This design comes from an exercise in tuning for small area, a short achievable clock period and few clock cycles per item on the open sky130 flow, not from production work.
The RTL was checked by simulation tests, not by an equivalence proof against the original design.

Setup of v19:
## midpoint_ellipse_rasterizer_top
module midpoint_ellipse_rasterizer_top #(
  parameter int RADIUS_BITS = 10,
  parameter int COORD_BITS  = 11
) (
  input  wire logic                                   clk_i,
  input  wire logic                                   rst_ni,
  input  wire logic                                   cfg_we_i,
  input  wire logic [mer_pkg::CFG_IDX_W-1:0]          cfg_idx_i,
  input  wire logic [((COORD_BITS > RADIUS_BITS) ? COORD_BITS : RADIUS_BITS)-1:0] cfg_data_i,
  input  wire logic                                   in_valid_i,
  output logic                                        in_stall_o,
  input  wire logic                                   restart_i,
  output logic                                        out_valid_o,
  input  wire logic                                   out_stall_i,
  output logic signed [mer_pkg::PIX_W-1:0]            pixel_x_o,
  output logic signed [mer_pkg::PIX_W-1:0]            pixel_y_o,
  output logic                                        last_o,
  output logic                                        finished_o
);
Size in the first run: about 330 flip-flops, roughly 49 I/O pins, ~19000 um2 of cells after synthesis.
export LEC_CHECK = 0
export CAP_MARGIN = 20
export CORE_MARGIN = 2
export CORE_UTILIZATION = 60
export CTS_CLUSTER_DIAMETER = 70
export CTS_CLUSTER_SIZE = 20
export SETUP_SLACK_MARGIN = 5
export SLEW_MARGIN = 20
create_clock -name core_clock -period 10.0 [get_ports {clk_i}]
standard.sh (not shown) runs the stock make flow with config.mk's settings and CLKGATE_MAP_FILE= SYNTH_SCRIPT=/design/flow/synth_recipe.tcl, a recipe that flattens the netlist after the stock synthesis.
==> flow/flow/run.sh <==
#!/bin/bash
set -euo pipefail
bash standard.sh SETUP_SLACK_MARGIN=6.8 finish > standard_flow.log 2>&1
Testbench counts of v19, summed over its fixed seeds: cycles 64,740, beats 62,804.
Relative to v19, the following input files were edited for v11:
Settings: a change of CORE_UTILIZATION from 60 to 40.
v19 closes out successfully: all stages finished, all timing, DRC and antenna checks passed.
v11 completed every stage of the flow, and the final layout passed the timing, DRC and antenna checks.
~same total area of multi-input combinational cells in v19 and v11
Via count of the first global-routing pass across v19 and v11: no real change.
Horizontal die dimension, v19 and v11: lower on v19
Final standard cell area without fillers in v11 vs v19: up about 1%
> inputs changed (v11 -> v52)
Settings: CTS_CLUSTER_SIZE removed (was 20); CTS_CLUSTER_DIAMETER removed (was 70).
## What came out
The flow did not stop early for v52: all stages ran, and the layout cleared the timing, DRC and antenna checks.
Going from v11 to v52, gate count of the mapped netlist shows no meaningful change; worst setup slack shows an increase of 0.0099 ns; die area shows no meaningful change.
Synthesis-to-layout area growth, v11 and v52, lower one = v11.
Compared with v11, in v52 routed wire length increased by about 0.7% relative to the old numbers, violation count after the first detailed-route iteration decreased by about 3% relative to the old numbers, non-clock buffer area fraction after layout closely matched the old numbers, worst hold margin closely matched the old numbers.
For v16, these inputs were changed with respect to v52:
Settings: CTS_CLUSTER_SIZE newly set to 26; CTS_CLUSTER_DIAMETER newly set to 60.
Going from v52 to v16, hold slack higher; core utilization of the finished layout lower; fraction of cell area in non-clock buffers roughly the same.
dfrtp_4 as the critical path's slowest cell was reported by v16, and fa_1 by v52.

---

midpoint_ellipse_rasterizer_top, a different RTL version from the one above (not shown whole).
Size in the first run: about 1900 cells after synthesis, about 350 flip-flops, roughly 49 I/O pins, roughly 19000 um^2 of cells after synthesis.
clock: 10.0 ns
lec_check: 0
cap_margin: 20
core_margin: 2
core_utilization: 40
setup_slack_margin: 5
slew_margin: 20
==> flow/flow/run.sh <==
#!/bin/bash
set -euo pipefail
bash standard.sh SETUP_SLACK_MARGIN=6.5 finish > standard_flow.log 2>&1
The first run produced a clean layout.
Testbench counts at the start, summed over its fixed seeds: cycles 64,740, beats 62,804.
Next try:
==> flow/flow/run.sh (replaced) <==
#!/bin/bash
set -euo pipefail
bash standard.sh SETUP_SLACK_MARGIN=6.8 finish > standard_flow.log 2>&1
Result:
- register-to-register slack improved by 30 ps
- setup slack improved by 34 ps
- final cell count rises by 0.65%
- worst hold slack hardly moves
- global-route usage is about the same
- utilization rises by 0.40 points
- final area rises by 0.86%
- die area does not change
- clock skew falls by 5.0 ps
- non-clock buffer count rises by 14

---

Setup of run A:
Another version of the RTL of midpoint_ellipse_rasterizer_top (not shown whole).
Size: ~49 I/O pins.
clock: 10.0 ns
lec_check: 0
cap_margin: 5
core_margin: 2
core_utilization: 40
cts_cluster_diameter: 70
cts_cluster_size: 20
setup_slack_margin: 5
slew_margin: 5
==> flow/flow/run.sh <==
#!/bin/bash
set -euo pipefail
bash standard.sh SETUP_SLACK_MARGIN=6.8 finish > standard_flow.log 2>&1
Testbench counts of run A, summed over its fixed seeds: cycles 64,740, beats 62,804.
diff inputs: run A => run B
Settings: CAP_MARGIN now 20, was 5; SLEW_MARGIN now 20, was 5.
==> flow/flow/run.sh <==
#!/bin/bash
set -euo pipefail
bash standard.sh SETUP_SLACK_MARGIN=7.0 finish > standard_flow.log 2>&1
[summary]
Run B did not stop at any stage, and its layout met the timing, DRC and antenna checks. Taking run A as the reference, in run B multi-input gate count about even; multi-input logic portion of the cell area about even. Diff run A -> run B | first-iteration detailed-routing DRC count | decrease of about 13%.
Modified inputs, run C compared to run B
Settings: a change of CTS_CLUSTER_DIAMETER from 70 to 80; a change of CTS_CLUSTER_SIZE from 20 to 24.
==> flow/flow/run.sh <==
#!/bin/bash
set -euo pipefail
bash standard.sh SETUP_SLACK_MARGIN=6.8 finish > standard_flow.log 2>&1
## What came out
- The final reports for run C and run B show highest clock frequency the design can meet higher in the former.
- Compared with run B, run C shows a higher average wire per cell in the routed design.
- Lower design area goes to run C over run B.
- Global-route wire length before repair in run C is 1.0% lower than in run B
- Via count of the first global-routing pass ends up lower on run C.
- Of run C and run B, it is run C that has the higher setup slack.
Setup changes, run C to run D
Settings: a change of CTS_CLUSTER_DIAMETER from 80 to 70; a change of CTS_CLUSTER_SIZE from 24 to 20.
Notes after the runs:
Run D reached the end of the flow, and the finished layout is clean on the timing, DRC and antenna checks.
Diff run C -> run D: via count of the first global-routing pass has remained practically unchanged, total routing usage reported by global routing barely changed, fraction of layout instances using a drive strength above 1 moved up, hold slack stayed essentially flat.
Looking only at minimum clock period, and setting everything else aside, the higher value of run C and run D goes to run C.
Per the comparison of run D with run C, post-route cell area saw an increase; utilization saw an increase.

---

## run a
midpoint_ellipse_rasterizer_top, a different RTL version from the one above (not shown whole).
Size: ~2500 cells after synthesis, roughly 260 flip-flops, roughly 49 I/O pins, about 22000 µm² of cells after synthesis.
Settings: LEC_CHECK=0, CAP_MARGIN=20, CORE_MARGIN=2, CORE_UTILIZATION=40, SETUP_SLACK_MARGIN=5, SLEW_MARGIN=20; clock period 10.0 ns.
run.sh (not shown) runs the stock make flow with config.mk's settings and CLKGATE_MAP_FILE= SYNTH_SCRIPT=/design/flow/synth_recipe.tcl, a recipe that flattens the netlist after the stock synthesis.
Stock flow here: none of the scripts above is used.
Testbench counts of run a, summed over its fixed seeds: cycles 64,212, beats 62,804.
Here is what was changed in the inputs of run b compared with run a.
- SETUP_SLACK_MARGIN no longer set, was 5
- Summary — total global-route track usage, run b relative to run a: lower, by 1.1 points.
- Looking at wire length of the first global-routing pass, run b sits about 4.6% below run a.
- Delta (run b minus run a): critical path data required time flat, fraction of the cycle the final worst path needs rose by 16 points, mux share of post-synthesis cell area essentially unchanged, area of all placed cells without fillers fell about 6%, cell total after placement stayed essentially flat.
- Run a was routed with more vias than run b.
- For run a, the capture point of the worst path was d_q[37], unlike run b, where it was d_q[40].
- Run b vs. run a: post-CTS setup buffer count shows a reduction of 44, final routed wire length divided by cell count has decreased.

[port drivers added, routing unchanged]
The flow's constraints put no driver on any port. The routed layouts listed below were extracted and timed again, unchanged, in two steps.
Step 1 assumes that a clkbuf_16 drives the clock port and a buf_2 every other input.
Step 2, shift: input delay + t, output delay - t, t = (earliest + latest rising clock arrival at the registers) / 2. This alone moves slack from input paths to output paths.
a / b / c = ideal ports / drivers / drivers and shift; a / b = the first two.
| run | t (ns) | setup WS [ns] | hold WS [ns] |
|---|---|---|---|
| v19 | 0.590 | 6.622 / 6.622 / 6.323 | 0.421 / 0.421 / 0.421 |
| v11 | 0.627 | 6.599 / 6.599 / 6.260 | 0.412 / 0.412 / 0.412 |
| v52 | 0.611 | 6.609 / 6.609 / 6.259 | 0.413 / 0.413 / 0.413 |
| v16 | 0.631 | 6.620 / 6.620 / 6.335 | 0.420 / 0.420 / 0.420 |
| the first run of note 2 | 0.609 | 6.513 / 6.489 / 5.934 | 0.413 / 0.413 / 0.413 |
| the second run of note 2 | 0.615 | 6.547 / 6.547 / 6.361 | 0.411 / 0.411 / 0.411 |
| run A of note 3 | 0.631 | 6.736 / 6.736 / 6.323 | 0.414 / 0.414 / 0.414 |
| run B of note 3 | 0.627 | 6.702 / 6.702 / 6.562 | 0.413 / 0.413 / 0.413 |
| run C of note 3 | 0.613 | 6.731 / 6.731 / 6.321 | 0.414 / 0.414 / 0.414 |
| run D of note 3 | 0.625 | 6.738 / 6.738 / 6.310 | 0.413 / 0.413 / 0.413 |
| run a of note 4 | 0.619 | 4.670 / 4.670 / 4.670 | 0.489 / 0.489 / 0.489 |
| run b of note 4 | 0.621 | 3.066 / 3.066 / 3.066 | 0.497 / 0.497 / 0.497 |
After both steps every run listed still meets setup and hold. The setup slack of the first run of note 2, which loses most, moves by -0.024 ns with the drivers and by -0.579 ns with both steps.
